Context: an optimization exercise on an open-source flow, tuned for small area. The choices shown serve that exercise and are no tape-out recipe.
Where RTL was checked, it was by simulation tests only, not by an equivalence proof against the original.
No functional check of the RTL was part of runs 1 and 2.
Power figures rest on the tool's default switching activity, not on a simulated workload.

**design/flow/config.mk**
```make
export PLATFORM = sky130hd
export DESIGN_NAME = bus_subsystem
export DESIGN_NICKNAME = bus_subsystem
export VERILOG_FILES = /design/flow/design.v
export SDC_FILE = /design/flow/constraint.sdc
export NUM_CORES = 4
export LEC_CHECK = 0
export CAP_MARGIN = 20
export CORE_MARGIN = 2
export CORE_UTILIZATION = 40
export SLEW_MARGIN = 20
```
**design/flow/constraint.sdc**
```tcl
create_clock -name core_clock -period 4.0 [get_ports {ck}]
set_input_delay 0.8000 -clock core_clock [delete_from_list [all_inputs] [get_ports {ck}]]
set_output_delay 0.8000 -clock core_clock [all_outputs]
set_load 0.01 [all_outputs]
```
**design/flow/design.v**
```verilog
`timescale 1ns/1ps
module bus_subsystem (
  input  logic        ck,
  input  logic        rst,
  output logic        master_in_notify,
  input  logic        master_in_sync,
  input  logic        master_in_trans,
  input  logic [31:0] master_in_addr,
  input  logic [31:0] master_in_data,
  output logic        master_out_notify,
  input  logic        master_out_sync,
  output logic        master_out_ack,
  output logic [31:0] master_out_data
);
  localparam logic [8*32-1:0] rom_words = {
    32'h8000_0000, 32'h7fff_ffff, 32'ha5a5_5a5a, 32'h0f0f_0f0f,
    32'hffff_0000, 32'h89ab_cdef, 32'h1234_5678, 32'h0000_0001
  };
  localparam logic [7:0] wport0 = 8'b0001_0001;
  localparam logic [7:0] wport1 = 8'b0001_0001;
  localparam logic [7:0] wport2 = 8'b0000_0001;
  localparam logic [7:0] rport0 = 8'b0100_1001;
  localparam logic [7:0] rport1 = 8'b0001_0001;
  localparam logic [7:0] rport2 = 8'b0000_0001;
  logic        in_n;     
  logic        out_n;    
  logic [2:0]  cnt;      
  logic [1:0]  win_q;
  logic [2:0]  off_q;
  logic        wr_q;
  logic        reg_q;    
  logic        ack_q;
  logic [2:0]  t;
  logic [31:0] r;
  logic        accept;
  logic        mapped;
  logic [1:0]  in_win;
  logic [2:0]  in_off;
  logic        rd_in;    
  logic        busy;
  logic        in_n_n;   
  logic        out_n_n;  
  assign accept = in_n & master_in_sync;
  assign mapped = ~|master_in_addr[31:5];
  assign in_win = master_in_addr[4:3];
  assign in_off = master_in_addr[2:0];
  assign rd_in  = accept & ~master_in_trans & mapped;
  assign busy   = ~in_n & ~out_n;
  always_comb begin
    in_n_n  = in_n;
    out_n_n = out_n;
    if (accept) begin
      in_n_n  = 1'b0;
      out_n_n = ~mapped;
    end else if (out_n) begin
      if (master_out_sync) begin
        out_n_n = 1'b0;
        in_n_n  = 1'b1;
      end
    end else if (busy && cnt == '0) begin
      out_n_n = 1'b1;
    end
  end
  always_ff @(posedge ck or posedge rst) begin
    if (rst) begin
      in_n  <= 1'b1;
      out_n <= 1'b0;
      reg_q <= 1'b0;
      t     <= '0;
    end else begin
      t     <= t + 3'd1;
      in_n  <= in_n_n;
      out_n <= out_n_n;
      if (accept) begin
        reg_q <= mapped & (in_win != 2'd3);
      end
    end
  end
  always_ff @(posedge ck) begin
    if (accept) begin
      case (in_win)
        2'd1:    cnt <= 3'd3;
        2'd2:    cnt <= 3'd6;
        default: cnt <= 3'd1;
      endcase
      win_q <= in_win;
      off_q <= in_off;
      wr_q  <= master_in_trans;
      ack_q <= master_in_trans & mapped & (in_win == 2'd3);
    end else begin
      cnt <= cnt - 3'd1;
    end
  end
  logic [31:0] m0 [8];
  logic [31:0] m1 [8];
  logic [31:0] m2 [8];
  logic [7:0]  v0, v1, v2;       
  logic [7:0]  vn0, vn1, vn2;    
  logic [7:0]  ws0, ws1, ws2;    
  logic [7:0]  wh0, wh1, wh2;    
  logic [7:0]  wn0, wn1, wn2;    
  logic [7:0]  rs0, rs1, rs2;    
  logic [7:0]  rn0, rn1, rn2;    
  logic [7:0]  ra0, ra2;         
  logic        reg_n, wr_n, rd_n;
  logic [1:0]  win_n;
  logic [2:0]  a_n;              
  logic [2:0]  a_in;             
  logic        byp;              
  logic [31:0] cap;
  assign reg_n = accept ? (mapped & (in_win != 2'd3)) : reg_q;
  assign wr_n  = accept ? master_in_trans : wr_q;
  assign rd_n  = reg_n & ~wr_n & ~in_n_n;
  assign win_n = accept ? in_win : win_q;
  assign a_n   = (accept ? in_off : off_q) + t + 3'd1;
  assign a_in  = in_off + t;
  assign byp   = reg_q & wr_q & (win_q == 2'd0) & (off_q == in_off);
  always_comb begin
    for (int p = 0; p < 8; p++) begin
      vn0[p] = ws0[p] | v0[(p + 7) % 8];
      vn1[p] = ws1[p] | v1[(p + 7) % 8];
      vn2[p] = ws2[p] | v2[(p + 7) % 8];
      wn0[p] = wport0[p] && reg_n && wr_n && win_n == 2'd0 && a_n == 3'(p - 1);
      wn1[p] = wport1[p] && reg_n && wr_n && win_n == 2'd1 && a_n == 3'(p - 1);
      wn2[p] = wport2[p] && reg_n && wr_n && win_n == 2'd2 && a_n == 3'(p - 1);
      rn0[p] = rport0[p] && rd_n && win_n == 2'd0 && a_n == 3'(p) && vn0[p];
      rn1[p] = rport1[p] && rd_n && win_n == 2'd1 && a_n == 3'(p) && vn1[p];
      rn2[p] = rport2[p] && rd_n && win_n == 2'd2 && a_n == 3'(p) && vn2[p];
      ra0[p] = rport0[p] && rd_in && in_win == 2'd0 && a_in == 3'(p) && v0[p] && !byp;
      ra2[p] = rport2[p] && rd_in && in_win == 2'd2 && a_in == 3'(p) && v2[p];
    end
    cap = '0;
    for (int p = 0; p < 8; p++) begin
      if (rs0[p] | ra0[p]) cap = cap | m0[p];
      if (rs1[p])          cap = cap | m1[p];
      if (rs2[p] | ra2[p]) cap = cap | m2[p];
    end
  end
  always_ff @(posedge ck or posedge rst) begin
    if (rst) begin
      ws0 <= '0;
      ws1 <= '0;
      ws2 <= '0;
      rs0 <= '0;
      rs1 <= '0;
      rs2 <= '0;
      v0  <= '0;
      v1  <= '0;
      v2  <= '0;
    end else begin
      ws0 <= wn0;
      ws1 <= wn1;
      ws2 <= wn2;
      rs0 <= rn0;
      rs1 <= rn1;
      rs2 <= rn2;
      v0  <= vn0;
      v1  <= vn1;
      v2  <= vn2;
    end
  end
  always_ff @(posedge ck) begin
    wh0 <= ~wn0;
    wh1 <= ~wn1;
    wh2 <= ~wn2;
  end
  always_ff @(posedge ck) begin
    for (int p = 0; p < 8; p++) begin
      m0[p] <= ({32{ws0[p]}} & r) | ({32{wh0[p]}} & m0[(p + 7) % 8]);
      m1[p] <= ({32{ws1[p]}} & r) | ({32{wh1[p]}} & m1[(p + 7) % 8]);
      m2[p] <= ({32{ws2[p]}} & r) | ({32{wh2[p]}} & m2[(p + 7) % 8]);
    end
  end
  logic        hold;     
  logic        ld_d;     
  logic        ld_rom;   
  assign hold   = ~accept | (rd_in & (in_win == 2'd0) & byp);
  assign ld_d   = accept & master_in_trans;
  assign ld_rom = rd_in & (in_win == 2'd3);
  always_ff @(posedge ck) begin
    r <= ({32{hold}} & r) | ({32{ld_d}} & master_in_data) |
         ({32{ld_rom}} & rom_words[32*in_off +: 32]) | cap;
  end
  assign master_in_notify  = in_n;
  assign master_out_notify = out_n;
  assign master_out_ack    = ack_q;
  assign master_out_data   = wr_q ? '0 : r;
endmodule
```
**design/flow/flow/run.sh**
```bash
#!/bin/bash
# The standard layout (standard.sh: ORFS floorplan, power grid, placement,
# routing) with these changes for cell area:
#  - synthesis: the standard flow's script, but ABC maps for area (flow/synth.tcl),
#  - port buffers use the smallest buffer (every port still gets one),
#  - clock tree: clkbuf_8 sink clusters, no dummy loads.
# make's output goes to flow_make.log; ORFS's per-step logs stay in orfs/logs.
set -euo pipefail
here=$(pwd)
export AREA_ABC_SCRIPT=$here/flow/abc_area.script
bash standard.sh \
  "SYNTH_SCRIPT=$here/flow/synth.tcl" \
  "BUFFER_PORTS_ARGS=-buffer_cell sky130_fd_sc_hd__buf_1" \
  "CTS_ARGS=-sink_clustering_enable -repair_clock_nets -buf_list sky130_fd_sc_hd__clkbuf_8 -sink_clustering_size 20 -sink_clustering_max_diameter 55 -dont_use_dummy_load" \
  finish > flow_make.log 2>&1
```
**design/flow/flow/abc_area.script**
```
&get -n
&st
&dch -f
&nf -a -R 1000
&st
&dch -f
&nf -a -R 1000
&put
```
**design/flow/flow/synth.tcl**
```tcl
# The standard flow's synthesis script (synth_recipe.tcl) with one change: ABC maps the
# combinational logic with an area-oriented script (abc_area.script beside
# this file) in place of ORFS's speed script. Everything else, flip-flop
# mapping included, is the standard synthesis, so the registers are the same.
proc synth {args} { yosys synth -nofsm -noshare {*}$args }
proc abc {args} {
  set i [lsearch -exact $args -script]
  if { $i >= 0 } { lset args [expr {$i + 1}] $::env(AREA_ABC_SCRIPT) }
  yosys abc {*}$args
}
source $::env(SCRIPTS_DIR)/synth.tcl
# left out here: clear keep_hierarchy, flatten, clean up, hide names made inside functions, write 1_2_yosys.v
```
**design/flow/standard.sh**
```bash
#!/bin/bash
# synth_recipe.tcl (not shown) runs the flow's synth.tcl, then flattens the netlist and writes it again
# the make line also repeats each setting of config.mk as NAME=value (left out here)
make -C /OpenROAD-flow-scripts/flow DESIGN_CONFIG=/design/flow/config.mk WORK_HOME=/design/flow/orfs CLKGATE_MAP_FILE= SYNTH_SCRIPT=/design/flow/synth_recipe.tcl "${@:-finish}"
```
==> impl_summary.log, run 1 <==
INFO  metric run_status = timing/DRC/antenna clean
INFO  metric critPathArrivalTime = between 3000 and 4000 ps
INFO  metric finalCriticalPeriod = 3050 ps
INFO  metric grt_first_pass_wirelength = 69000 microns
INFO  metric crit_path_cells = nand2_1 -> clkinv_1 -> buf_4 -> nor2_1 -> a21o_1 -> ha_1 -> fa_1 -> xor2_1 -> xnor2_1 -> nand3_1 -> nor4_1
INFO  metric power.leakage = 9.22 nW
INFO  metric yosysUniqueCellTypes = 35
INFO  metric die_height = between 200 and 250 microns
INFO  metric ctsHtreeMaxLevel = 2
INFO  metric antenna_cells = 0
INFO  metric layout-drive-gt1-share = 5.30%
INFO  metric netlist_instances = 1385
INFO  metric area_growth = 10.4%
INFO  metric cap_violations = 0
INFO  metric sequential_area_share_after_synthesis = 81.9%
INFO  metric detailed_place_hpwl = 26200 microns
INFO  metric worstSetupStartpointType = flip-flop
INFO  metric tritoncts_clock_tree = built
INFO  metric grt_pass1_vias = approximately 11000
INFO  metric synthesis.area = 21200 sq um
INFO  metric post_cts_buffers = 0
INFO  metric nets_finish = 1653
INFO  metric io_buffer_count = 103
INFO  metric grt_antenna_before_repair = 0
INFO  metric drtIter0Drc = 939
INFO  metric timing.setup.critical_path_class = flip-flop to flip-flop
INFO  metric critical_path_peak_fanout = 11
INFO  metric cts_repair_resize_count = 0
INFO  metric worst_stage_delay_on_the_critical_path = 580 ps
INFO  metric wl_per_cell = 19.9 microns
INFO  metric max_slew.worst_pin.slew = 879 ps
INFO  metric nFillCells = 4623
INFO  metric grt_util_all_layers = 16.6%
INFO  metric dr_wl_met3 = about 2700 microns
INFO  metric met2_wirelength = approximately 19000 microns
INFO  metric std_cell_rows = 84
INFO  metric cts-root-buf = sky130_fd_sc_hd__clkbuf_8
INFO  metric ctsHoldBuffers = 0
INFO  metric peakVddDrop = 229 uV
INFO  metric fmaxAchievable = 328 MHz
INFO  metric crit_family = simple AND/OR/NAND/NOR gates
INFO  metric grt_setup_unrepaired = no
INFO  metric finalWeightedCongestion = 0.772
INFO  metric setup_skew = 56.7 ps
INFO  metric detail_route.wirelength.met1 = between 20000 and 25000 microns
INFO  metric tritoncts.num_buffers = between 50 and 60
INFO  metric cp.required = 4550 ps
INFO  metric floorplan.die_area = 54800 sq um
INFO  metric numClockSinks = 856
INFO  metric net_count_after_synthesis = 1470
INFO  metric vias_per_cell = 5.05
INFO  metric pin_count = 104
INFO  metric syn_area_per_cell = 15.3 sq um
INFO  metric hp-class = input port to async pin
INFO  metric highest-signal-layer = met4
INFO  metric final_max_slew_viol_count = 0
INFO  metric core = approximately 52000 sq um
INFO  metric ant_nets = 0
INFO  metric first_pass_iters = 6
INFO  metric path_clk_slew = about 110 ps
INFO  metric grt_start_max_net_pins = 42
INFO  metric synth_top_area_cell = sky130_fd_sc_hd__dfxtp_1
INFO  metric count_of_synthesis_stage_warnings_from_yosys = 4
INFO  metric floorplan.initialDensity = about two fifths
INFO  metric finalSetupTns = 0 ps
INFO  metric final_min_period_over_clock_period = approximately three quarters
INFO  metric overflow = 0
INFO  metric timing.critical_path.buf_inv = 2
INFO  metric drt_wl_total = 44900 microns
INFO  metric power_density = 584 nW/um^2
INFO  metric whs = 214 ps
INFO  metric drc = 0
INFO  metric clk_lat_worst_skew = 660 ps
INFO  metric max_slew_margin = 41.4%
INFO  metric clock_path_buffers = 3
INFO  metric synth_area_leaders = sky130_fd_sc_hd__dfxtp_1, sky130_fd_sc_hd__a22o_1, sky130_fd_sc_hd__dfrtp_1
INFO  metric hold_viol_final = 0
INFO  metric worst_path_max_delay_cell = sky130_fd_sc_hd__dfstp_2
INFO  metric synth_top_area_share = 77.0%
INFO  metric finalSetupViolCount = 0
INFO  metric endpoint_kind = flip-flop
INFO  metric vias = 11379
INFO  metric synth.ff_latch_count = 856
INFO  metric die_x_extent = between 200 and 250 microns
## metal layers
metal	global-route usage (%)	vias to the layer above
met5	0	-
met1	24.9	5688
met4	5.14	0
met3	2.65	66
met2	24.5	344
li1	-	5281
## synthesized netlist by cell type
library cell / n
sky130_fd_sc_hd__a31o_1: 1
sky130_fd_sc_hd__a222oi_1: 44
sky130_fd_sc_hd__a41o_1: 3
sky130_fd_sc_hd__mux2i_1: 3
sky130_fd_sc_hd__a21boi_0: 3
sky130_fd_sc_hd__or3_1: 1
sky130_fd_sc_hd__ha_1: 14
sky130_fd_sc_hd__a221oi_1: 25
sky130_fd_sc_hd__nor2_1: 14
sky130_fd_sc_hd__a21o_1: 4
sky130_fd_sc_hd__clkinv_1: 23
sky130_fd_sc_hd__fa_1: 2
sky130_fd_sc_hd__nor4_1: 9
sky130_fd_sc_hd__nor2b_1: 33
sky130_fd_sc_hd__nand2b_1: 3
sky130_fd_sc_hd__a22oi_1: 24
sky130_fd_sc_hd__and3_1: 2
sky130_fd_sc_hd__a221o_1: 2
sky130_fd_sc_hd__or2_0: 5
sky130_fd_sc_hd__nand3_1: 18
sky130_fd_sc_hd__nand2_1: 67
sky130_fd_sc_hd__dfstp_2: 1
sky130_fd_sc_hd__nand3b_1: 2
sky130_fd_sc_hd__dfxtp_1: 814
sky130_fd_sc_hd__nor3b_1: 5
sky130_fd_sc_hd__a22o_1: 161
sky130_fd_sc_hd__xnor2_1: 5
sky130_fd_sc_hd__o21ai_0: 25
sky130_fd_sc_hd__xor2_1: 4
sky130_fd_sc_hd__nand4_1: 8
sky130_fd_sc_hd__nor3_1: 6
sky130_fd_sc_hd__and2_0: 3
sky130_fd_sc_hd__a21oi_1: 10
sky130_fd_sc_hd__dfrtp_1: 40
sky130_fd_sc_hd__edfxtp_1: 1
## cell families after synthesis
group | synth area share (%)
buffers and inverters | 0.408
DFF | 81.9
adders and majority gates | 1.02
muxes | 0.142
xor gates and xnor gates | 0.372
and+or+nand+nor | 4.14
AOI/OAI and AO/OA | 12.0
## cell type report
class	count	area, sq um	share of cell area (%)
multi-input combinational	506	3750	16.0
tap	688	861	3.68
clock buffer	52	716	3.06
timing repair buffer	129	607	2.60
inverter	23	86.3	0.369
sequential	856	17400	74.2
## flip-flops by register name, indices dropped and copies added, names as in the netlist, 2 cells and up
name and cells:
rs1 2, rs0 3, v0 8, ws0 2, off_q 3, cnt 3, t 3, win_q 2
r 32, wh0 2, v2 8, wh1 2, v1 8, ws1 2, m2 256, m0 256
m1 256
## where the power goes
part / total (mW) / switching (mW) / internal, mW
sequential: 9.11 / 0.374 / 8.74
combinational: 1.00 / 0.601 / 0.403
clock: 3.54 / 2.37 / 1.17
## worst reg2reg max path, stage by stage, from the launching register on
cell,delay (ps)
sky130_fd_sc_hd__dfstp_2,580
sky130_fd_sc_hd__nand2_1,230
sky130_fd_sc_hd__clkinv_1,130
sky130_fd_sc_hd__buf_4,210
sky130_fd_sc_hd__nor2_1,60
sky130_fd_sc_hd__a21o_1,180
sky130_fd_sc_hd__ha_1,200
sky130_fd_sc_hd__fa_1,370
sky130_fd_sc_hd__xor2_1,160
sky130_fd_sc_hd__xnor2_1,350
sky130_fd_sc_hd__nand3_1,230
sky130_fd_sc_hd__nor4_1,260
## per-stage QoR
| stage | power [mW] | std cells | util [%] | setup slack (ps) | instance area [sq um] |
|---|---|---|---|---|---|
| finish | 13.7 | 2254 | 44.6 | 949 | 23400 |
| global route | 14.3 | 2254 | 44.6 | 603 | 23400 |
| CTS | 13.8 | 2254 | 44.6 | 921 | 23400 |
| detailed placement | 10.3 | 2202 | 43.2 | 460 | 22700 |
| global placement | 10.3 | 2202 | 43.2 | 544 | 22700 |
| floorplan | 9.79 | 1385 | - | 562 | 21200 |
## cell usage in the layout, fill, tap and decap left out, drive strengths merged, types with 14 or more instances in the layout
master | synthesis | layout
clkinv | 23 | 23
a22o | 161 | 161
dfrtp | 40 | 40
a22oi | 24 | 24
nand2 | 67 | 67
nor2 | 14 | 14
a222oi | 44 | 44
ha | 14 | 14
a221oi | 25 | 25
nand3 | 18 | 18
o21ai | 25 | 25
clkbuf | 0 | 52
dfxtp | 814 | 814
nor2b | 33 | 33
buf | 0 | 129
## final timing paths
check / from / end / slack [ps] / cells after the start
setup / recovery: in_n$_DFF_PP1_ / rs2$_DFF_PP0_ / 950 / 11
hold / removal: rst / v2[4]$_DFF_PP0_ / 210 / 3
setup reg to reg: in_n$_DFF_PP1_ / rs2$_DFF_PP0_ / 950 / 11
hold reg to reg: m1[2][9]$_DFF_P_ / m1[3][9]$_DFF_P_ / 270 / 0
max in group asynchronous: rst / in_n$_DFF_PP1_ / 3410 / 3
min in group core_clock: m1[2][9]$_DFF_P_ / m1[3][9]$_DFF_P_ / 270 / 0
==> run 2: changes to the inputs <==
--- a/design/flow/design.v
+++ b/design/flow/design.v
@@ -33,2 +33,3 @@
   logic [2:0]  t;
+  logic [3:0]  c;        
   logic [31:0] r;
@@ -42,2 +43,3 @@
   logic        out_n_n;  
+  logic [3:0]  c_n;      
   assign accept = in_n & master_in_sync;
@@ -48,2 +50,3 @@
   assign busy   = ~in_n & ~out_n;
+  assign c_n    = c[3] ? c : c + 4'd1;
   always_comb begin
@@ -69,4 +72,6 @@
       t     <= '0;
+      c     <= '0;
     end else begin
       t     <= t + 3'd1;
+      c     <= c_n;
       in_n  <= in_n_n;
@@ -96,4 +101,2 @@
   logic [31:0] m2 [8];
-  logic [7:0]  v0, v1, v2;       
-  logic [7:0]  vn0, vn1, vn2;    
   logic [7:0]  ws0, ws1, ws2;    
@@ -119,5 +122,2 @@
     for (int p = 0; p < 8; p++) begin
-      vn0[p] = ws0[p] | v0[(p + 7) % 8];
-      vn1[p] = ws1[p] | v1[(p + 7) % 8];
-      vn2[p] = ws2[p] | v2[(p + 7) % 8];
       wn0[p] = wport0[p] && reg_n && wr_n && win_n == 2'd0 && a_n == 3'(p - 1);
@@ -125,7 +125,7 @@
       wn2[p] = wport2[p] && reg_n && wr_n && win_n == 2'd2 && a_n == 3'(p - 1);
-      rn0[p] = rport0[p] && rd_n && win_n == 2'd0 && a_n == 3'(p) && vn0[p];
-      rn1[p] = rport1[p] && rd_n && win_n == 2'd1 && a_n == 3'(p) && vn1[p];
-      rn2[p] = rport2[p] && rd_n && win_n == 2'd2 && a_n == 3'(p) && vn2[p];
-      ra0[p] = rport0[p] && rd_in && in_win == 2'd0 && a_in == 3'(p) && v0[p] && !byp;
-      ra2[p] = rport2[p] && rd_in && in_win == 2'd2 && a_in == 3'(p) && v2[p];
+      rn0[p] = rport0[p] && rd_n && win_n == 2'd0 && a_n == 3'(p) && c_n > 4'(p % 4);
+      rn1[p] = rport1[p] && rd_n && win_n == 2'd1 && a_n == 3'(p) && c_n > 4'(p % 4);
+      rn2[p] = rport2[p] && rd_n && win_n == 2'd2 && a_n == 3'(p) && c_n > 4'(p);
+      ra0[p] = rport0[p] && rd_in && in_win == 2'd0 && a_in == 3'(p) && c > 4'(p % 4) && !byp;
+      ra2[p] = rport2[p] && rd_in && in_win == 2'd2 && a_in == 3'(p) && c > 4'(p);
     end
@@ -143,2 +143,5 @@
       ws2 <= '0;
+      wh0 <= '0;
+      wh1 <= '0;
+      wh2 <= '0;
       rs0 <= '0;
@@ -146,5 +149,2 @@
       rs2 <= '0;
-      v0  <= '0;
-      v1  <= '0;
-      v2  <= '0;
     end else begin
@@ -153,2 +153,5 @@
       ws2 <= wn2;
+      wh0 <= ~wn0 & {8{c_n >= 4'd4}};
+      wh1 <= ~wn1 & {8{c_n >= 4'd4}};
+      wh2 <= ~wn2 & {8{c_n >= 4'd8}};
       rs0 <= rn0;
@@ -156,5 +159,2 @@
       rs2 <= rn2;
-      v0  <= vn0;
-      v1  <= vn1;
-      v2  <= vn2;
     end
@@ -162,11 +162,9 @@
   always_ff @(posedge ck) begin
-    wh0 <= ~wn0;
-    wh1 <= ~wn1;
-    wh2 <= ~wn2;
-  end
-  always_ff @(posedge ck) begin
     for (int p = 0; p < 8; p++) begin
-      m0[p] <= ({32{ws0[p]}} & r) | ({32{wh0[p]}} & m0[(p + 7) % 8]);
-      m1[p] <= ({32{ws1[p]}} & r) | ({32{wh1[p]}} & m1[(p + 7) % 8]);
-      m2[p] <= ({32{ws2[p]}} & r) | ({32{wh2[p]}} & m2[(p + 7) % 8]);
+      if (wport0[p]) m0[p] <= ({32{ws0[p]}} & r) | ({32{wh0[p]}} & m0[(p + 7) % 8]);
+      else           m0[p] <= m0[(p + 7) % 8];
+      if (wport1[p]) m1[p] <= ({32{ws1[p]}} & r) | ({32{wh1[p]}} & m1[(p + 7) % 8]);
+      else           m1[p] <= m1[(p + 7) % 8];
+      if (wport2[p]) m2[p] <= ({32{ws2[p]}} & r) | ({32{wh2[p]}} & m2[(p + 7) % 8]);
+      else           m2[p] <= m2[(p + 7) % 8];
     end
==> run 2 against run 1 <==
  * Power fell by 2.1%
  * Non-clock buffer count down 1
  * Die area fell by 1.9%
  * Register-to-register slack improved by 50 ps
  * Still clean on timing, DRC and antenna
  * Critical path depth is 1 lower
  * Sequential power is 2.3% lower
  * Design area shrank 1.8%
  * Synthesized area is 1.9% lower
  * Synthesized cell count is 0.65% lower
  * Via count shrank 1.1%
==> impl_summary.log, run 2 <==
INFO  metric whs = 177 ps
INFO  metric grt_first_pass_wirelength = 68600 microns
INFO  metric wl_per_cell = 20.0 microns
INFO  metric synth_async_sr_flop_share = under 10%
INFO  metric drt_wl_total = 44800 microns
INFO  metric drc = 0
INFO  metric number_of_enable_flip_flop_cells_after_synthesis = 1
INFO  metric die_x_extent = 232 microns
INFO  metric post_cts_buffers = 0
INFO  metric grt_util_all_layers = 16.8%
INFO  metric floorplan.initialDensity = 40.5%
INFO  metric highest-signal-layer = met4
INFO  metric worst-r2r-cell-count = 10
INFO  metric tritoncts.num_buffers = 52
INFO  metric most_used_cells_in_the_layout_excluding_fill_and_tap_cells = sky130_fd_sc_hd__dfxtp_1, sky130_fd_sc_hd__a22o_1, sky130_fd_sc_hd__buf_1, sky130_fd_sc_hd__nand2_1, sky130_fd_sc_hd__clkbuf_8
INFO  metric sequential_area_share_after_synthesis = 81.3%
INFO  metric finalSetupViolCount = 0
INFO  metric detail_route.wirelength.met1 = 21500 microns
INFO  metric worstSetupStartpointType = flip-flop
INFO  metric cp-startpoint = in_n$_DFF_PP1_
INFO  metric core = between 50000 and 60000 sq um
INFO  metric cap_violations = 0
INFO  metric synth.ff_latch_count = 836
INFO  metric clock_path_buffers = 3
INFO  metric area_growth = 10.5%
INFO  metric ctsHtreeMaxLevel = 2
INFO  metric overflow = 0
INFO  metric startpoint_of_the_worst_register_to_register_path = in_n$_DFF_PP1_
INFO  metric yosysUniqueCellTypes = 39
INFO  metric max_slew.worst_pin.slew = 1150 ps
INFO  metric io_buffer_count = 103
INFO  metric run_status = timing/DRC/antenna clean
INFO  metric clk_lat_worst_skew = 660 ps
INFO  metric layout-drive-gt1-share = 5.21%
INFO  metric final_max_slew_viol_count = 0
INFO  metric drtIter0Drc = 889
INFO  metric power_density = 582 nW/um^2
INFO  metric numClockSinks = 836
INFO  metric max_slew_margin = 23.1%
INFO  metric met2_wirelength = 19400 microns
INFO  metric largestRegisters = m0 x256, m1 x256, m2 x256
INFO  metric grt_setup_unrepaired = no
INFO  metric netlist_instances = around 1400
INFO  metric final_min_period_over_clock_period = 75.1%
INFO  metric main_flop_type_after_synthesis = sky130_fd_sc_hd__dfxtp_1
INFO  metric critPathArrivalTime = 3540 ps
INFO  metric layout.cells.most_common = sky130_fd_sc_hd__dfxtp_1
INFO  metric finalCriticalPeriod = approximately 3000 ps
INFO  metric first_pass_iters = 6
INFO  metric synth_area_leaders = sky130_fd_sc_hd__dfxtp_1, sky130_fd_sc_hd__a22o_1, sky130_fd_sc_hd__dfrtp_1
INFO  metric floorplan.die_area = about 54000 sq um
INFO  metric net_count_after_synthesis = 1464
INFO  metric grt_antenna_before_repair = 1
INFO  metric pin_count = roughly 100
INFO  metric synth_top_area_share = just under 80%
INFO  metric finish.instance_area = ~23000 sq um
INFO  metric nets_finish = 1646
INFO  metric grt_pass1_vias = 11383
INFO  metric dr_wl_met3 = 2970 microns
INFO  metric syn_area_per_cell = 15.1 sq um
INFO  metric count_of_synthesis_stage_warnings_from_yosys = 4
INFO  metric ctsHoldBuffers = 0
INFO  metric fmaxAchievable = 333 MHz
INFO  metric nFillCells = 4665
INFO  metric setup_skew = 67.9 ps
INFO  metric post-place-cells = 2184
INFO  metric cts_repair_resize_count = 0
INFO  metric die_height = between 200 and 250 microns
INFO  metric hold_viol_final = 0
INFO  metric tritoncts_clock_tree = built
INFO  metric placedInstanceArea = 22200 sq um
INFO  metric finalWeightedCongestion = 0.776
INFO  metric cts-root-buf = sky130_fd_sc_hd__clkbuf_8
INFO  metric critical_path_peak_fanout = 11
INFO  metric path_clk_slew = 110 ps
INFO  metric finalSetupTns = 0 ps
INFO  metric synth.most_common_cell = sky130_fd_sc_hd__dfxtp_1
INFO  metric final-instance-count-excl-fill = 2237
INFO  metric vias = 11249
INFO  metric cp.required = 4530 ps
INFO  metric std_cell_rows = 83
INFO  metric ant_nets = 0
INFO  metric power.leakage = around 9 nW
INFO  metric timing.setup.critical_path_class = flip-flop to flip-flop
INFO  metric synthesis.area = 20800 sq um
INFO  metric report.power.total = 13.4 mW
INFO  metric vias_per_cell = 5.03
INFO  metric endpoint_kind = flip-flop
INFO  metric grt_start_max_net_pins = 34
INFO  metric hp-class = input port to async pin
INFO  metric synth_top_area_cell = sky130_fd_sc_hd__dfxtp_1
INFO  metric peakVddDrop = 236 uV
INFO  metric detailed_place_hpwl = 26500 microns
INFO  metric synthTopCellsByCount = sky130_fd_sc_hd__dfxtp_1, sky130_fd_sc_hd__a22o_1, sky130_fd_sc_hd__nand2_1
## run 2: worst max-delay path, cell delays in order (launching register included)
cell	delay, ps
sky130_fd_sc_hd__dfstp_2	400
sky130_fd_sc_hd__nand2_1	270
sky130_fd_sc_hd__clkinv_1	450
sky130_fd_sc_hd__a21o_1	320
sky130_fd_sc_hd__ha_1	190
sky130_fd_sc_hd__fa_1	380
sky130_fd_sc_hd__xor2_1	160
sky130_fd_sc_hd__xnor2_1	340
sky130_fd_sc_hd__nand2_1	160
sky130_fd_sc_hd__nor2_1	160
sky130_fd_sc_hd__nor2_1	50
## run 2: power breakdown
| part | internal (mW) | switching, mW | leakage, nW | total [mW] |
|---|---|---|---|---|
| registers | 8.54 | 0.367 | 6.86 | 8.90 |
| logic | 0.388 | 0.580 | 1.73 | 0.968 |
| clock network | 1.17 | 2.32 | 0.374 | 3.49 |
| total | 10.1 | 3.27 | 8.96 | 13.4 |
## run 2: final timing paths
kind,to,slack (ps)
worst max-delay path,wh1[4]$_DFF_PP0_,1000
worst min-delay path,rs2$_DFF_PP0_,180
worst max register to register,wh1[4]$_DFF_PP0_,1000
worst min register to register,m2[5][8]$_DFF_P_,270
max in group asynchronous,rs0[6]$_DFF_PP0_,3340
min in group core_clock,m2[5][8]$_DFF_P_,270
## run 2: logic make-up after synthesis
group	count (synthesis)	share of synthesized area (%)
XOR/XNOR	11	0.464
buffers and inverters	22	0.398
flip-flops	836	81.3
multiplexers	3	0.145
AND/OR/NAND/NOR	180	4.19
AO/OA/AOI/OAI	305	12.3
adder cells (fa/ha/maj)	19	1.22
## run 2: layer usage
| layer | track usage [%] | vias up |
|---|---|---|
| met5 | 0 | - |
| met4 | 4.17 | 0 |
| met3 | 4.24 | 79 |
| met2 | 25.5 | 346 |
| met1 | 23.9 | 5562 |
| li1 | - | 5262 |
## run 2: final cells by class
type	count	area, sq um	share of cell area (%)
clock buffer	52	716	3.12
antenna	1	2.50	0.0109
inverter	22	82.6	0.360
tap	680	851	3.71
multi-input combinational	518	3820	16.7
timing repair buffer	128	599	2.61
sequential	836	16900	73.5
## run 2: metrics by stage
stage | utilization, % | worst slack (ps)
detailed placement | 43.3 | 465
global route | 44.7 | 670
floorplan | - | 593
finish | 44.7 | 997
CTS | 44.7 | 979
global placement | 43.3 | 522
==> run 3: changes to the inputs <==
--- a/design/flow/design.v
+++ b/design/flow/design.v
@@ -28,3 +28,3 @@
   logic [1:0]  win_q;
-  logic [2:0]  off_q;
+  logic [2:0]  pos_q;    
   logic        wr_q;
@@ -33,3 +33,3 @@
   logic [2:0]  t;
-  logic [3:0]  c;        
+  logic        done;     
   logic [31:0] r;
@@ -43,3 +43,4 @@
   logic        out_n_n;  
-  logic [3:0]  c_n;      
+  logic [2:0]  t_n;      
+  logic        done_n;   
   assign accept = in_n & master_in_sync;
@@ -50,3 +51,4 @@
   assign busy   = ~in_n & ~out_n;
-  assign c_n    = c[3] ? c : c + 4'd1;
+  assign t_n    = t + 3'd1;
+  assign done_n = done | (t == 3'd7);
   always_comb begin
@@ -72,6 +74,6 @@
       t     <= '0;
-      c     <= '0;
+      done  <= 1'b0;
     end else begin
-      t     <= t + 3'd1;
-      c     <= c_n;
+      t     <= t_n;
+      done  <= done_n;
       in_n  <= in_n_n;
@@ -91,3 +93,2 @@
       win_q <= in_win;
-      off_q <= in_off;
       wr_q  <= master_in_trans;
@@ -110,2 +111,3 @@
   logic [2:0]  a_n;              
+  logic        sw01, sw2;        
   logic [2:0]  a_in;             
@@ -117,5 +119,10 @@
   assign win_n = accept ? in_win : win_q;
-  assign a_n   = (accept ? in_off : off_q) + t + 3'd1;
   assign a_in  = in_off + t;
-  assign byp   = reg_q & wr_q & (win_q == 2'd0) & (off_q == in_off);
+  assign a_n   = (accept ? a_in : pos_q) + 3'd1;
+  assign byp   = reg_q & wr_q & (win_q == 2'd0) & (pos_q == a_in);
+  assign sw01  = ~done_n & ~t_n[2];
+  assign sw2   = ~done_n;
+  always_ff @(posedge ck) begin
+    pos_q <= a_n;
+  end
   always_comb begin
@@ -125,7 +132,7 @@
       wn2[p] = wport2[p] && reg_n && wr_n && win_n == 2'd2 && a_n == 3'(p - 1);
-      rn0[p] = rport0[p] && rd_n && win_n == 2'd0 && a_n == 3'(p) && c_n > 4'(p % 4);
-      rn1[p] = rport1[p] && rd_n && win_n == 2'd1 && a_n == 3'(p) && c_n > 4'(p % 4);
-      rn2[p] = rport2[p] && rd_n && win_n == 2'd2 && a_n == 3'(p) && c_n > 4'(p);
-      ra0[p] = rport0[p] && rd_in && in_win == 2'd0 && a_in == 3'(p) && c > 4'(p % 4) && !byp;
-      ra2[p] = rport2[p] && rd_in && in_win == 2'd2 && a_in == 3'(p) && c > 4'(p);
+      rn0[p] = rport0[p] && rd_n && win_n == 2'd0 && a_n == 3'(p) && (done_n || t_n > 3'(p % 4));
+      rn1[p] = rport1[p] && rd_n && win_n == 2'd1 && a_n == 3'(p) && (done_n || t_n > 3'(p % 4));
+      rn2[p] = rport2[p] && rd_n && win_n == 2'd2 && a_n == 3'(p) && (done_n || t_n > 3'(p));
+      ra0[p] = rport0[p] && rd_in && in_win == 2'd0 && a_in == 3'(p) && (done || t > 3'(p % 4)) && !byp;
+      ra2[p] = rport2[p] && rd_in && in_win == 2'd2 && a_in == 3'(p) && (done || t > 3'(p));
     end
@@ -153,5 +160,5 @@
       ws2 <= wn2;
-      wh0 <= ~wn0 & {8{c_n >= 4'd4}};
-      wh1 <= ~wn1 & {8{c_n >= 4'd4}};
-      wh2 <= ~wn2 & {8{c_n >= 4'd8}};
+      wh0 <= ~wn0 & {8{~sw01}};
+      wh1 <= ~wn1 & {8{~sw01}};
+      wh2 <= ~wn2 & {8{~sw2}};
       rs0 <= rn0;
--- a/design/flow/config.mk
+++ b/design/flow/config.mk
@@ -9,3 +9,4 @@
 export CORE_MARGIN = 2
-export CORE_UTILIZATION = 40
+export CORE_UTILIZATION = 60
+export PLACE_DENSITY = 0.7
 export SLEW_MARGIN = 20
==> run 3 against run 2 <==
  * Synthesized area down 0.20%
  * Utilization up 21 points
  * Critical path type is now input port to flip-flop
  * Clock skew up 1.9 ps
  * First-iteration DRC count up 23%
  * Critical path depth up 2
  * Wire length down 4.0%
  * Still clean
  * Clock power down 3%
  * Hold slack better by 31 ps
  * Sequential power about the same
==> impl_summary.log, run 3 <==
INFO  metric wl_per_cell = 21.3 microns
INFO  metric synth_top_area_cell = sky130_fd_sc_hd__dfxtp_1
INFO  metric clk_lat_worst_skew = 640 ps
INFO  metric setup_skew = 69.9 ps
INFO  metric layout-drive-gt1-share = 5.38%
INFO  metric grt_first_pass_wirelength = 65900 microns
INFO  metric grt_setup_unrepaired = no
INFO  metric grt_util_all_layers = approximately a quarter
INFO  metric startpoint_of_the_worst_register_to_register_path = t[0]$_DFF_PP0_
INFO  metric cap_violations = 0
INFO  metric worst-r2r-cell-count = 11
INFO  metric io_buffer_count = 103
INFO  metric overflow = 0
INFO  metric main_flop_type_after_synthesis = sky130_fd_sc_hd__dfxtp_1
INFO  metric drc = 0
INFO  metric hold_viol_final = 0
INFO  metric grt_pass1_vias = approximately 11000
INFO  metric run_status = timing/DRC/antenna clean
INFO  metric detailed_place_hpwl = 25800 microns
INFO  metric worst_stage_delay_on_the_critical_path = 850 ps
INFO  metric finalWeightedCongestion = 0.839
INFO  metric antenna_cells = 0
INFO  metric yosysUniqueCellTypes = 38
INFO  metric finalSetupViolCount = 0
INFO  metric whs = 208 ps
INFO  metric cp.required = 4550 ps
INFO  metric drtIter0Drc = 1092
INFO  metric worstSetupStartpointType = input port
INFO  metric final_min_period_over_clock_period = between 80% and 90%
INFO  metric power_density = 587 nW/um^2
INFO  metric net_count_after_synthesis = 1471
INFO  metric die_x_extent = 190 microns
INFO  metric synth_top_area_share = 78.1%
INFO  metric final_max_slew_viol_count = 0
INFO  metric pin_count = 104
INFO  metric number_of_enable_flip_flop_cells_after_synthesis = 1
INFO  metric max_slew_margin = 29.0%
INFO  metric nets_finish = 1656
INFO  metric synth_area_leaders = sky130_fd_sc_hd__dfxtp_1, sky130_fd_sc_hd__a22o_1, sky130_fd_sc_hd__dfrtp_1
INFO  metric floorplan.initialDensity = between 60% and 70%
INFO  metric max_slew.worst_pin.slew = 1060 ps
INFO  metric cts-root-buf = sky130_fd_sc_hd__clkbuf_8
INFO  metric peakVddDrop = between 300 and 400 uV
INFO  metric largestRegisters = m0 x256, m1 x256, m2 x256
INFO  metric timing.critical_path.buf_inv = 2
INFO  metric endpoint_kind = flip-flop
INFO  metric post_cts_buffers = 0
INFO  metric synth.most_common_cell = sky130_fd_sc_hd__dfxtp_1
INFO  metric report.power.total = 13.3 mW
INFO  metric core = 34300 sq um
INFO  metric critPathArrivalTime = 3840 ps
INFO  metric worst_path_max_delay_cell = sky130_fd_sc_hd__o21ai_4
INFO  metric most_used_cells_in_the_layout_excluding_fill_and_tap_cells = sky130_fd_sc_hd__dfxtp_1, sky130_fd_sc_hd__a22o_1, sky130_fd_sc_hd__buf_1, sky130_fd_sc_hd__nand2_1, sky130_fd_sc_hd__clkbuf_8
INFO  metric netlist_instances = 1378
INFO  metric ctsHoldBuffers = 0
INFO  metric drt_wl_total = 43000 microns
INFO  metric tritoncts_clock_tree = built
INFO  metric layout.cells.most_common = sky130_fd_sc_hd__dfxtp_1
INFO  metric count_of_synthesis_stage_warnings_from_yosys = 4
INFO  metric grt_start_max_net_pins = 34
INFO  metric vias_per_cell = ~5.6
INFO  metric area_growth = 9.20%
INFO  metric power.leakage = between 8 and 9 nW
INFO  metric hp-class = input port to async pin
INFO  metric fmaxAchievable = 304 MHz
INFO  metric synth.ff_latch_count = around 830
INFO  metric path_clk_slew = 120 ps
INFO  metric finalCriticalPeriod = ~3300 ps
INFO  metric finalSetupTns = 0 ps
INFO  metric regToRegSetupSlack = around 760 ps
INFO  metric ctsHtreeMaxLevel = 2
INFO  metric die_height = 190 microns
INFO  metric critical_path_most_common_cell = sky130_fd_sc_hd__xnor2_1
INFO  metric crit_family = compound AO/OA/AOI/OAI gates
INFO  metric clock_path_buffers = 3
INFO  metric syn_area_per_cell = 15.0 sq um
INFO  metric cts_repair_resize_count = 0
INFO  metric synthTopCellsByCount = sky130_fd_sc_hd__dfxtp_1, sky130_fd_sc_hd__a22o_1, sky130_fd_sc_hd__nand2_1
INFO  metric sequential_area_share_after_synthesis = 81.1%
INFO  metric numClockSinks = between 800 and 900
INFO  metric crit_path_cells = buf_1 -> clkinv_1 -> fa_1 -> xnor2_1 -> xnor2_1 -> nand2_1 -> nand3_1 -> o21bai_1 -> o21ai_4 -> a22oi_1 -> nand4_1 -> a221o_1
INFO  metric tritoncts.num_buffers = 50
INFO  metric synthesis.area = between 20000 and 25000 sq um
INFO  metric floorplan.die_area = between 30000 and 40000 sq um
INFO  metric worstReg2RegEnd = r[5]$_DFF_P_
INFO  metric placedInstanceArea = 21900 sq um
INFO  metric first_pass_iters = 7
INFO  metric grt_antenna_before_repair = 0
INFO  metric synth_async_sr_flop_share = 2.76%
INFO  metric finish.instance_area = 22600 sq um
INFO  metric ant_nets = 0
INFO  metric vias = 11337
INFO  metric timing.setup.critical_path_class = input port to flip-flop
INFO  metric critical_path_peak_fanout = 27
INFO  metric std_cell_rows = just under 70
-- run 3: cell types whose count changed after synthesis, moves of 9 or more --
cell                       previous run  this run
sky130_fd_sc_hd__nand4_1              6        15
sky130_fd_sc_hd__a222oi_1            45        32
sky130_fd_sc_hd__nand3_1             13        28
sky130_fd_sc_hd__a221oi_1            31        19
sky130_fd_sc_hd__a22oi_1             16        32
sky130_fd_sc_hd__a221o_1              1        14
-- run 3: worst register-to-register path: cells and delay by family, from the launching register on --
family | cells | cell delay [ps]
AO/OA/AOI/OAI | 4 | 1380
XOR/XNOR | 1 | 140
AND/OR/NAND/NOR | 3 | 530
adder cells (fa/ha/maj) | 2 | 670
flip-flops | 1 | 440
buffers and inverters | 1 | 70
-- run 3: through the flow --
stage / utilization (%) / std cells / worst slack (ps)
2_1_floorplan: - / 1378 / 350
3_3_place_gp: 64.0 / 1966 / 189
3_5_place_dp: 64.0 / 1966 / 73.6
4_1_cts: 66.0 / 2016 / 725
5_1_grt: 66.0 / 2016 / 526
6_report: 66.0 / 2016 / 714
-- run 3: where the power goes --
part | internal (mW) | switching [mW] | total (mW)
Combinational | 0.420 | 0.595 | 1.02
Sequential | 8.51 | 0.370 | 8.88
Clock | 1.13 | 2.27 | 3.40
-- run 3: layout make-up --
cell class | count | area [sq um]
clock buffers | 50 | 688
fillers | 2499 | 11700
inverters | 25 | 93.8
multi-input cells | 520 | 3840
flip-flops and latches | 833 | 16800
well taps | 455 | 569
repair buffers | 133 | 637
-- run 3: worst max-delay path by stage --
stage                                 start             to  slack (ps)  cells past startpoint
after global routing      master_in_addr[1]  r[28]$_DFF_P_         530                     12
after CTS                 master_in_addr[1]   r[5]$_DFF_P_         720                     12
after detailed placement  master_in_addr[1]  r[29]$_DFF_P_          70                     12
final                     master_in_addr[1]   r[5]$_DFF_P_         710                     12
after global placement    master_in_addr[1]  r[29]$_DFF_P_         190                     12
after floorplan           master_in_addr[0]  r[10]$_DFF_P_         350                     11
-- run 3: routing by layer --
metal | wire length, microns | track usage (%) | vias to the layer above
li1 | - | - | 5277
met1 | 20700 | 36.5 | 5613
met2 | 18500 | 35.7 | 383
met3 | 2980 | 4.30 | 64
met4 | 853 | 6.59 | 0
met5 | 0 | 0 | -
-- run 3: kinds of logic after synthesis --
family          after synthesis  synth area share [%]
compound gates              298                  12.1
simple gates                189                  4.48
xor+xnor                      6                 0.254
mux                           3                 0.151
buf+inv                      25                 0.453
fa+ha+maj                    24                  1.48
flops                       833                  81.1
==> run 4: changes to the inputs <==
--- a/design/flow/config.mk
+++ b/design/flow/config.mk
@@ -9,4 +9,4 @@
 export CORE_MARGIN = 2
-export CORE_UTILIZATION = 60
-export PLACE_DENSITY = 0.7
+export CORE_UTILIZATION = 40
+export GPL_TIMING_DRIVEN = 0
 export SLEW_MARGIN = 20
==> run 4 against run 3 <==
  * Synthesized area unchanged
  * Sequential cell count unchanged
  * Via count increased by 0.26%
  * Sequential share of layout area decreased by 1.6 points
  * Critical path depth down 2
  * Clock-buffer cell count is 2 higher
  * Utilization is 21 points lower
  * First-iteration DRC count down 9.1%
  * Non-clock buffer count fell by 12
  * Clock power rose by 3%
  * Wire length is 6.4% higher
  * Die area increased by 49%
  * Critical path type is now flip-flop to flip-flop
  * Largest cell class unchanged
  * Highest routed layer is now met5
==> impl_summary.log, run 4 <==
INFO  metric synth_area_leaders = sky130_fd_sc_hd__dfxtp_1, sky130_fd_sc_hd__a22o_1, sky130_fd_sc_hd__dfrtp_1
INFO  metric syn_area_per_cell = 15.0 sq um
INFO  metric grt_util_all_layers = approximately 17%
INFO  metric drc = 0
INFO  metric clk_lat_worst_skew = ~650 ps
INFO  metric count_of_synthesis_stage_warnings_from_yosys = 4
INFO  metric dp_worst_setup_slack = -325 ps
INFO  metric floorplan.initialDensity = between 40% and 50%
INFO  metric run_status = timing/DRC/antenna clean
INFO  metric fmaxAchievable = 272 MHz
INFO  metric setup_skew = just under 60 ps
INFO  metric tritoncts.num_buffers = between 50 and 60
INFO  metric grt_setup_unrepaired = no
INFO  metric synthTopCellsByCount = sky130_fd_sc_hd__dfxtp_1, sky130_fd_sc_hd__a22o_1, sky130_fd_sc_hd__nand2_1
INFO  metric synth_top_area_share = between 70% and 80%
INFO  metric cp.required = 4610 ps
INFO  metric grt_antenna_before_repair = 2
INFO  metric timing.setup.critical_path_class = flip-flop to flip-flop
INFO  metric cts_repair_resize_count = 0
INFO  metric die_x_extent = 232 microns
INFO  metric vias = ~11000
INFO  metric post_cts_buffers = 0
INFO  metric first_pass_iters = 6
INFO  metric synth_async_sr_flop_share = 2.76%
INFO  metric worst_stage_delay_on_the_critical_path = 1020 ps
INFO  metric vias_per_cell = around 5.1
INFO  metric endpoint_kind = flip-flop
INFO  metric sequential_area_share_after_synthesis = 81.1%
INFO  metric whs = 188 ps
INFO  metric critical_path_peak_fanout = 13
INFO  metric pin_count = approximately 100
INFO  metric max_slew.worst_pin.slew = 1110 ps
INFO  metric synth_top_area_cell = sky130_fd_sc_hd__dfxtp_1
INFO  metric final_min_period_over_clock_period = 91.9%
INFO  metric ctsHoldBuffers = 0
INFO  metric die_height = 232 microns
INFO  metric power.leakage = 8.93 nW
INFO  metric net_count_after_synthesis = 1471
INFO  metric worst_path_max_delay_cell = sky130_fd_sc_hd__nor4_1
INFO  metric layout.cells.most_common = sky130_fd_sc_hd__dfxtp_1
INFO  metric timing.final.ws_setup = 323 ps
INFO  metric number_of_enable_flip_flop_cells_after_synthesis = 1
INFO  metric grt_pass1_vias = about 11000
INFO  metric io_buffer_count = 103
INFO  metric synth.ff_latch_count = ~830
INFO  metric drtIter0Drc = 993
INFO  metric finalCriticalPeriod = 3680 ps
INFO  metric netlist_instances = approximately 1400
INFO  metric grt_start_max_net_pins = 35
INFO  metric ctsHtreeMaxLevel = 2
INFO  metric final_max_slew_viol_count = 0
INFO  metric area_growth = 11.7%
INFO  metric grt_first_pass_wirelength = 69900 microns
INFO  metric std_cell_rows = 83
INFO  metric synthesis.area = 20700 sq um
INFO  metric overflow = 0
INFO  metric detailed_place_hpwl = 27600 microns
INFO  metric nets_finish = 1646
INFO  metric critical_path_most_common_cell = sky130_fd_sc_hd__buf_16
INFO  metric drt_wl_total = 45800 microns
INFO  metric hold_viol_final = 0
INFO  metric core = ~51000 sq um
INFO  metric layout-drive-gt1-share = roughly 5.8%
INFO  metric most_used_cells_in_the_layout_excluding_fill_and_tap_cells = sky130_fd_sc_hd__dfxtp_1, sky130_fd_sc_hd__a22o_1, sky130_fd_sc_hd__buf_1, sky130_fd_sc_hd__nand2_1, sky130_fd_sc_hd__clkbuf_8
INFO  metric report.power.total = 13.4 mW
INFO  metric finalWeightedCongestion = 0.812
INFO  metric cap_violations = 0
INFO  metric critPathArrivalTime = 4290 ps
INFO  metric floorplan.die_area = 53700 sq um
INFO  metric peakVddDrop = 228 uV
INFO  metric largestRegisters = m0 x256, m1 x256, m2 x256
INFO  metric synth.most_common_cell = sky130_fd_sc_hd__dfxtp_1
INFO  metric ant_nets = 0
INFO  metric main_flop_type_after_synthesis = sky130_fd_sc_hd__dfxtp_1
INFO  metric path_clk_slew = 110 ps
INFO  metric crit_path_cells = nand2_1 -> nor4_1 -> and2_0 -> clkinv_1 -> o21ai_4 -> buf_16 -> buf_16 -> a22oi_1 -> nand4_1 -> a221o_1
INFO  metric max_slew_margin = approximately a quarter
INFO  metric clock_path_buffers = 3
INFO  metric power_density = roughly 580 nW/um^2
INFO  metric numClockSinks = about 830
INFO  metric yosysUniqueCellTypes = 38
INFO  metric worstSetupStartpointType = flip-flop
INFO  metric cts-root-buf = sky130_fd_sc_hd__clkbuf_8
INFO  metric tritoncts_clock_tree = built
INFO  metric wl_per_cell = between 20 and 25 microns
INFO  metric hp-class = input port to async pin
INFO  metric finalSetupViolCount = 0
==> run 4: cell types whose count changed in the layout (fill, tap and decap cells not counted), moves of 2 or more <==
cell / before / now
sky130_fd_sc_hd__clkbuf_8: 50 / 52
sky130_fd_sc_hd__dfrtp_2: 1 / 12
sky130_fd_sc_hd__buf_4: 28 / 0
sky130_fd_sc_hd__buf_16: 0 / 9
sky130_fd_sc_hd__a31o_1: 3 / 0
sky130_fd_sc_hd__a31o_2: 0 / 2
sky130_fd_sc_hd__buf_12: 2 / 9
sky130_fd_sc_hd__dfrtp_1: 21 / 10
==> run 4: final timing paths <==
kind                                    from                end  slack, ps  depth (start not counted)
setup / recovery              in_n$_DFF_PP1_      r[26]$_DFF_P_        320                         10
hold / removal                           rst     t[1]$_DFF_PP0_        190                          2
setup reg to reg              in_n$_DFF_PP1_      r[26]$_DFF_P_        320                         10
hold reg to reg            m2[4][15]$_DFF_P_  m2[5][15]$_DFF_P_        260                          0
max in group asynchronous                rst   rs1[4]$_DFF_PP0_       3350                          2
min in group core_clock    m2[4][15]$_DFF_P_  m2[5][15]$_DFF_P_        260                          0
==> run 4: kinds of logic (layout without fill, tap and decap cells) <==
logic type | Yosys count | count (layout) | share of synthesized area, %
AOI/OAI and AO/OA | 298 | 298 | 12.1
xor gates and xnor gates | 6 | 6 | 0.254
adders and majority gates | 24 | 24 | 1.48
buffers and inverters | 25 | 198 | 0.453
DFF | 833 | 833 | 81.1
muxes | 3 | 3 | 0.151
other | 0 | 1 | 0
and+or+nand+nor | 189 | 189 | 4.48
==> run 4: worst max-delay path, delay by kind of cell, from the launching register on <==
family / cells / cell delay, ps
DFF: 1 / 580
buffers and inverters: 3 / 540
and+or+nand+nor: 4 / 1790
AOI/OAI and AO/OA: 3 / 710
==> run 4: metrics by stage <==
step	cell area, sq um	std cells	TNS (ps)	util, %
2_1_floorplan	20700	1378	0	-
3_3_place_gp	22000	2161	-77190	42.8
3_5_place_dp	22400	2179	-6130	43.7
4_1_cts	23200	2231	0	45.1
5_1_grt	23200	2231	0	45.1
6_report	23200	2232	0	45.1
==> run 4: final cells by class <==
cell class                      instances  area [sq um]
Inverter                               25          93.8
Sequential cell                       833         16800
Antenna cell                            1          2.50
Tap cell                              680           851
Clock buffer                           52           716
Multi-Input combinational cell        520          3850
Fill cell                            4612         28100
Timing Repair Buffer                  121           815
==> run 4: per-layer routing <==
metal	share of wire (%)	global-route usage [%]
met5	0.024	0
met4	2.6	5.41
met3	6.1	3.19
met2	43	25.7
met1	49	25.2
==> run 4: power breakdown <==
group          switching, mW  internal, mW
Combinational          0.553         0.434
Sequential             0.428          8.51
Clock                   2.33          1.17
==> run 5: changes to the inputs <==
--- a/design/flow/config.mk
+++ b/design/flow/config.mk
@@ -10,3 +10,2 @@
 export CORE_UTILIZATION = 40
-export GPL_TIMING_DRIVEN = 0
 export SLEW_MARGIN = 20
==> run 5 against run 4 <==
  * Wire length shrank 2.5%
  * Clock power shrank 1%
  * Register-to-register slack better by 680 ps
  * Die area is the same
  * First-iteration DRC count up 2.3%
  * Synthesized area is the same
==> impl_summary.log, run 5 <==
INFO  metric ant_nets = 0
INFO  metric synth_area_leaders = sky130_fd_sc_hd__dfxtp_1, sky130_fd_sc_hd__a22o_1, sky130_fd_sc_hd__dfrtp_1
INFO  metric drt_wl_total = 44700 microns
INFO  metric overflow = 0
INFO  metric pin_count = 104
INFO  metric count_of_synthesis_stage_warnings_from_yosys = 4
INFO  metric finalSetupTns = 0 ps
INFO  metric synth_top_area_share = 78.1%
INFO  metric worstSetupStartpointType = flip-flop
INFO  metric first_pass_iters = 7
INFO  metric vias = 11319
INFO  metric grt_setup_unrepaired = no
INFO  metric fmaxAchievable = 334 MHz
INFO  metric synth_async_sr_flop_share = under 10%
INFO  metric critical_path_peak_fanout = 21
INFO  metric cts-root-buf = sky130_fd_sc_hd__clkbuf_8
INFO  metric antenna_cells = 0
INFO  metric drtIter0Drc = 1016
INFO  metric cp.required = 4590 ps
INFO  metric synthTopCellsByCount = sky130_fd_sc_hd__dfxtp_1, sky130_fd_sc_hd__a22o_1, sky130_fd_sc_hd__nand2_1
INFO  metric grt_pass1_vias = 11235
INFO  metric highest-signal-layer = met4
INFO  metric die_height = 232 microns
INFO  metric synthesis.area = 20700 sq um
INFO  metric detail_route.wirelength.met1 = 21800 microns
INFO  metric syn_area_per_cell = 15.0 sq um
INFO  metric post_cts_buffers = 0
INFO  metric finalSetupViolCount = 0
INFO  metric worst_path_max_delay_cell = sky130_fd_sc_hd__fa_1
INFO  metric clock_path_buffers = 3
INFO  metric number_of_enable_flip_flop_cells_after_synthesis = 1
INFO  metric hold_viol_final = 0
INFO  metric die_x_extent = 232 microns
INFO  metric peakVddDrop = 209 uV
INFO  metric hp-class = input port to async pin
INFO  metric numClockSinks = approximately 830
INFO  metric detailed_place_hpwl = 25400 microns
INFO  metric main_flop_type_after_synthesis = sky130_fd_sc_hd__dfxtp_1
INFO  metric grt_antenna_before_repair = 0
INFO  metric grt_start_max_net_pins = 34
INFO  metric synth.most_common_cell = sky130_fd_sc_hd__dfxtp_1
INFO  metric tritoncts_clock_tree = built
INFO  metric final_max_slew_viol_count = 0
INFO  metric worst_stage_delay_on_the_critical_path = 510 ps
INFO  metric met2_wirelength = 19100 microns
INFO  metric final_min_period_over_clock_period = 74.9%
INFO  metric max_slew_margin = 42.8%
INFO  metric worstReg2RegEnd = r[24]$_DFF_P_
INFO  metric finalWeightedCongestion = 0.835
INFO  metric sequential_area_share_after_synthesis = 81.1%
INFO  metric setup_skew = 47.5 ps
INFO  metric clk_lat_worst_skew = 650 ps
INFO  metric floorplan.die_area = roughly 54000 sq um
INFO  metric timing.setup.critical_path_class = flip-flop to flip-flop
INFO  metric run_status = timing/DRC/antenna clean
INFO  metric grt_first_pass_wirelength = 68000 microns
INFO  metric tritoncts.num_buffers = 51
INFO  metric power.leakage = 8.87 nW
INFO  metric vias_per_cell = between 5 and 6
INFO  metric ctsHtreeMaxLevel = 2
INFO  metric most_used_cells_in_the_layout_excluding_fill_and_tap_cells = sky130_fd_sc_hd__dfxtp_1, sky130_fd_sc_hd__a22o_1, sky130_fd_sc_hd__buf_1, sky130_fd_sc_hd__nand2_1, sky130_fd_sc_hd__clkbuf_8
INFO  metric net_count_after_synthesis = 1471
INFO  metric path_clk_slew = ~110 ps
INFO  metric finalCriticalPeriod = about 3000 ps
INFO  metric power_density = 584 nW/um^2
INFO  metric wl_per_cell = 20.0 microns
INFO  metric io_buffer_count = approximately 100
INFO  metric ctsHoldBuffers = 0
INFO  metric synth.ff_latch_count = 833
INFO  metric area_growth = 10.5%
INFO  metric std_cell_rows = 83
INFO  metric yosysUniqueCellTypes = 38
INFO  metric cap_violations = 0
INFO  metric drc = 0
INFO  metric worst-r2r-cell-count = 12
INFO  metric core = 51300 sq um
INFO  metric grt_util_all_layers = ~17%
INFO  metric critPathArrivalTime = 3580 ps
INFO  metric regToRegSetupSlack = 1000 ps
INFO  metric dr_wl_met3 = 2780 microns
INFO  metric synth_top_area_cell = sky130_fd_sc_hd__dfxtp_1
INFO  metric largestRegisters = m0 x256, m1 x256, m2 x256
INFO  metric whs = 198 ps
INFO  metric layout.cells.most_common = sky130_fd_sc_hd__dfxtp_1
INFO  metric layout-drive-gt1-share = 5.08%
INFO  metric floorplan.initialDensity = between 40% and 50%
INFO  metric crit_path_cells = ha_1 -> clkinv_1 -> fa_1 -> xnor2_1 -> nor4_1 -> nand3_1 -> o21bai_1 -> o21ai_4 -> buf_12 -> a22oi_1 -> nand4_1 -> a221o_1
INFO  metric cts_repair_resize_count = 0
INFO  metric nets_finish = about 1700
INFO  metric max_slew.worst_pin.slew = 853 ps
INFO  metric netlist_instances = 1378
INFO  metric endpoint_kind = flip-flop
INFO  metric startpoint_of_the_worst_register_to_register_path = t[0]$_DFF_PP0_
==> run 5: cell counts after synthesis <==
Identical to the previous run, type by type.
==> run 5: worst max-delay path, delay by kind of cell, from the launching register on <==
| kind | cells | cell delay, ps |
|---|---|---|
| xor+xnor | 1 | 160 |
| flops | 1 | 440 |
| simple gates | 3 | 440 |
| fa+ha+maj | 2 | 690 |
| compound gates | 4 | 910 |
| buf+inv | 2 | 330 |
==> run 5: how the worst max path moves through the flow <==
| stage | start | to | slack (ps) | cells past startpoint |
|---|---|---|---|---|
| after floorplan | master_in_addr[0] | r[10]$_DFF_P_ | 350 | 11 |
| after global placement | master_in_addr[0] | r[22]$_DFF_P_ | 580 | 13 |
| after detailed placement | master_in_addr[0] | r[19]$_DFF_P_ | 520 | 13 |
| after CTS | t[0]$_DFF_PP0_ | r[24]$_DFF_P_ | 1010 | 12 |
| after global routing | t[0]$_DFF_PP0_ | r[24]$_DFF_P_ | 810 | 12 |
| final | t[0]$_DFF_PP0_ | r[24]$_DFF_P_ | 1000 | 12 |
==> run 5: cell families (layout without fill, tap and decap cells) <==
logic type | Yosys count | count (layout) | share of synthesized area (%)
simple gates | 189 | 189 | 4.48
compound gates | 298 | 298 | 12.1
xor+xnor | 6 | 6 | 0.254
mux | 3 | 3 | 0.151
fa+ha+maj | 24 | 24 | 1.48
flops | 833 | 833 | 81.1
buf+inv | 25 | 203 | 0.453
==> run 5: area by class of cell <==
class | count | area, sq um
Sequential cell | 833 | 16800
Clock buffer | 51 | 702
Multi-Input combinational cell | 520 | 3840
Inverter | 25 | 93.8
Fill cell | 4577 | 28400
Timing Repair Buffer | 127 | 604
Tap cell | 680 | 851
==> run 5: where the power goes <==
part	internal [mW]	switching [mW]
sequential	8.51	0.382
clock	1.15	2.29
combinational	0.421	0.609
total	10.1	3.29
==> run 5: routing by layer <==
metal | global-route usage [%] | up-vias
li1 | - | 5267
met1 | 24.8 | 5611
met2 | 24.7 | 365
met3 | 2.77 | 76
met4 | 4.99 | 0
met5 | 0 | -
==> run 5: metrics by stage <==
stage	cells	power (mW)	utilization, %	area (sq um)	setup WS (ps)
detailed placement	2185	10.1	43.3	22200	520
finish	2236	13.4	44.6	22900	1000
global placement	2185	10.1	43.3	22200	585
floorplan	1378	9.58	-	20700	350
CTS	2236	13.5	44.6	22900	1010
global route	2236	13.9	44.6	22900	809
==> run 6: changes to the inputs <==
--- a/design/flow/config.mk
+++ b/design/flow/config.mk
@@ -7,5 +7,5 @@
 export LEC_CHECK = 0
-export CAP_MARGIN = 20
+export CAP_MARGIN = 0
 export CORE_MARGIN = 2
 export CORE_UTILIZATION = 40
-export SLEW_MARGIN = 20
+export SLEW_MARGIN = 0
==> run 6 against run 5 <==
  * Critical path depth unchanged
  * Setup slack did not move
  * First-iteration DRC count is the same
  * Non-clock buffer count did not move
  * Clock skew unchanged
  * Hold slack stayed put
  * Combinational power barely moved
  * Largest power group unchanged
  * Highest routed layer unchanged
==> impl_summary.log, run 6 <==
INFO  metric yosysUniqueCellTypes = 38
INFO  metric ctsHoldBuffers = 0
INFO  metric power_frac_seq = 66.5%
INFO  metric first_pass_iters = 7
INFO  metric power.leakage = 8.87 nW
INFO  metric ant_nets = 0
INFO  metric timing.setup.critical_path_class = flip-flop to flip-flop
INFO  metric wl_per_cell = 20.0 microns
INFO  metric synth.ff_latch_count = 833
INFO  metric layout.cells.most_common = sky130_fd_sc_hd__dfxtp_1
INFO  metric worst_path_max_delay_cell = sky130_fd_sc_hd__fa_1
INFO  metric drt_wl_total = 44700 microns
INFO  metric finalSetupTns = 0 ps
INFO  metric count_of_synthesis_stage_warnings_from_yosys = 4
INFO  metric numClockSinks = 833
INFO  metric std_cell_rows = 83
INFO  metric power_frac_clock = 25.8%
INFO  metric worstSetupStartpointType = flip-flop
INFO  metric antenna_cells = 0
INFO  metric synth_async_sr_flop_share = about 2.8%
INFO  metric post_cts_buffers = 0
INFO  metric die_height = 232 microns
INFO  metric syn_area_per_cell = 15.0 sq um
INFO  metric grt_util_all_layers = around 17%
INFO  metric grt_pass1_vias = 11235
INFO  metric final_min_period_over_clock_period = 74.9%
INFO  metric drtIter0Drc = 1016
INFO  metric crit_path_cells = ha_1 -> clkinv_1 -> fa_1 -> xnor2_1 -> nor4_1 -> nand3_1 -> o21bai_1 -> o21ai_4 -> buf_12 -> a22oi_1 -> nand4_1 -> a221o_1
INFO  metric pin_count = 104
INFO  metric worstReg2RegEnd = r[24]$_DFF_P_
INFO  metric run_status = timing/DRC/antenna clean
INFO  metric finalWeightedCongestion = 0.835
INFO  metric drc = 0
INFO  metric grt_setup_unrepaired = no
INFO  metric synth_top_area_cell = sky130_fd_sc_hd__dfxtp_1
INFO  metric synthesis.area = 20700 sq um
INFO  metric grt_first_pass_wirelength = about 68000 microns
INFO  metric comb_power_share = between 7 and 8%
INFO  metric final_max_slew_viol_count = 0
INFO  metric hp-class = input port to async pin
INFO  metric layout-drive-gt1-share = 5.08%
INFO  metric clk_lat_worst_skew = 650 ps
INFO  metric core = 51300 sq um
INFO  metric net-switching-power = about 3.3 mW
INFO  metric floorplan.die_area = 53700 sq um
INFO  metric final_core_utilization = 44.6%
INFO  metric nets_finish = 1651
INFO  metric worst-r2r-cell-count = 12
INFO  metric critPathArrivalTime = 3580 ps
INFO  metric clock_path_buffers = 3
INFO  metric synth_area_leaders = sky130_fd_sc_hd__dfxtp_1, sky130_fd_sc_hd__a22o_1, sky130_fd_sc_hd__dfrtp_1
INFO  metric critical_path_peak_fanout = 21
INFO  metric finalCriticalPeriod = 3000 ps
INFO  metric path_clk_slew = 110 ps
INFO  metric nFillCells = about 4600
INFO  metric max_slew_margin = 42.8%
INFO  metric ctsHtreeMaxLevel = 2
INFO  metric main_flop_type_after_synthesis = sky130_fd_sc_hd__dfxtp_1
INFO  metric cts_repair_resize_count = 0
INFO  metric tritoncts.num_buffers = 51
INFO  metric switching_share = ~25%
INFO  metric floorplan.initialDensity = roughly two fifths
INFO  metric net_count_after_synthesis = 1471
INFO  metric setup_skew = 47.5 ps
INFO  metric worst_stage_delay_on_the_critical_path = about 510 ps
INFO  metric largestRegisters = m0 x256, m1 x256, m2 x256
INFO  metric power_density = 584 nW/um^2
INFO  metric most_used_cells_in_the_layout_excluding_fill_and_tap_cells = sky130_fd_sc_hd__dfxtp_1, sky130_fd_sc_hd__a22o_1, sky130_fd_sc_hd__buf_1, sky130_fd_sc_hd__nand2_1, sky130_fd_sc_hd__clkbuf_8
INFO  metric max_slew.worst_pin.slew = ~850 ps
INFO  metric startpoint_of_the_worst_register_to_register_path = t[0]$_DFF_PP0_
INFO  metric overflow = 0
[run 6: cell counts in the layout (fill, tap and decap cells not counted)]
Identical to the previous run, type by type.
[run 6: area by class of cell]
type	count	area (sq um)	area share (%)
Clock buffer	51	702	3.07
Inverter	25	93.8	0.410
Multi-Input combinational cell	520	3840	16.8
Sequential cell	833	16800	73.4
Tap cell	680	851	3.72
Timing Repair Buffer	127	604	2.64
[run 6: critical path: cells and delay by family, from the launching register on]
| family | cells | cell delay (ps) |
|---|---|---|
| compound gates | 4 | 910 |
| fa+ha+maj | 2 | 690 |
| flops | 1 | 440 |
| simple gates | 3 | 440 |
| buf+inv | 2 | 330 |
| xor+xnor | 1 | 160 |
[run 6: power by group through the flow]
stage	Combinational (mW)	Clock (mW)	Sequential, mW
global route	1.16	3.85	8.94
floorplan	0.638	0	8.94
finish	1.03	3.45	8.89
global placement	1.02	0	9.07
detailed placement	1.05	0	9.08
CTS	1.05	3.56	8.89
[run 6: logic make-up (layout without fill, tap and decap cells)]
logic type	count (synthesis)	count (layout)	share of synthesized area, %
flops	833	833	81.1
compound gates	298	298	12.1
simple gates	189	189	4.48
buf+inv	25	203	0.453
fa+ha+maj	24	24	1.48
xor+xnor	6	6	0.254
mux	3	3	0.151
[run 6: metal layers]
metal / track usage (%) / vias to the layer above / share of wire (%) / wire (microns)
li1: - / 5267 / - / -
met1: 24.8 / 5611 / 49 / 21800
met2: 24.7 / 365 / 43 / 19100
met3: 2.77 / 76 / 6.2 / 2780
met4: 4.99 / 0 / 2.0 / 911
met5: 0 / - / 0 / 0
[run 6: worst max-delay path by stage]
stage	startpoint	to	slack [ps]
2_1_floorplan	master_in_addr[0]	r[10]$_DFF_P_	350
3_3_place_gp	master_in_addr[0]	r[22]$_DFF_P_	580
3_5_place_dp	master_in_addr[0]	r[19]$_DFF_P_	520
4_1_cts	t[0]$_DFF_PP0_	r[24]$_DFF_P_	1010
5_1_grt	t[0]$_DFF_PP0_	r[24]$_DFF_P_	810
6_report	t[0]$_DFF_PP0_	r[24]$_DFF_P_	1000
[run 6: metrics by stage]
| stage | std cells | worst slack, ps | hold slack, ps | cell area (sq um) |
|---|---|---|---|---|
| 2_1_floorplan | 1378 | 350 | 310 | 20700 |
| 3_3_place_gp | 2185 | 585 | 310 | 22200 |
| 3_5_place_dp | 2185 | 520 | 312 | 22200 |
| 4_1_cts | 2236 | 1010 | 176 | 22900 |
| 5_1_grt | 2236 | 809 | 215 | 22900 |
| 6_report | 2236 | 1000 | 198 | 22900 |

Setup slack of run 6, layout unchanged: 1.002 ns with ideal ports, 1.002 ns with driving cells assumed (clock clkbuf_16, inputs buf_2), 0.509 ns with port delays also shifted by the 0.681 ns mid clock arrival.
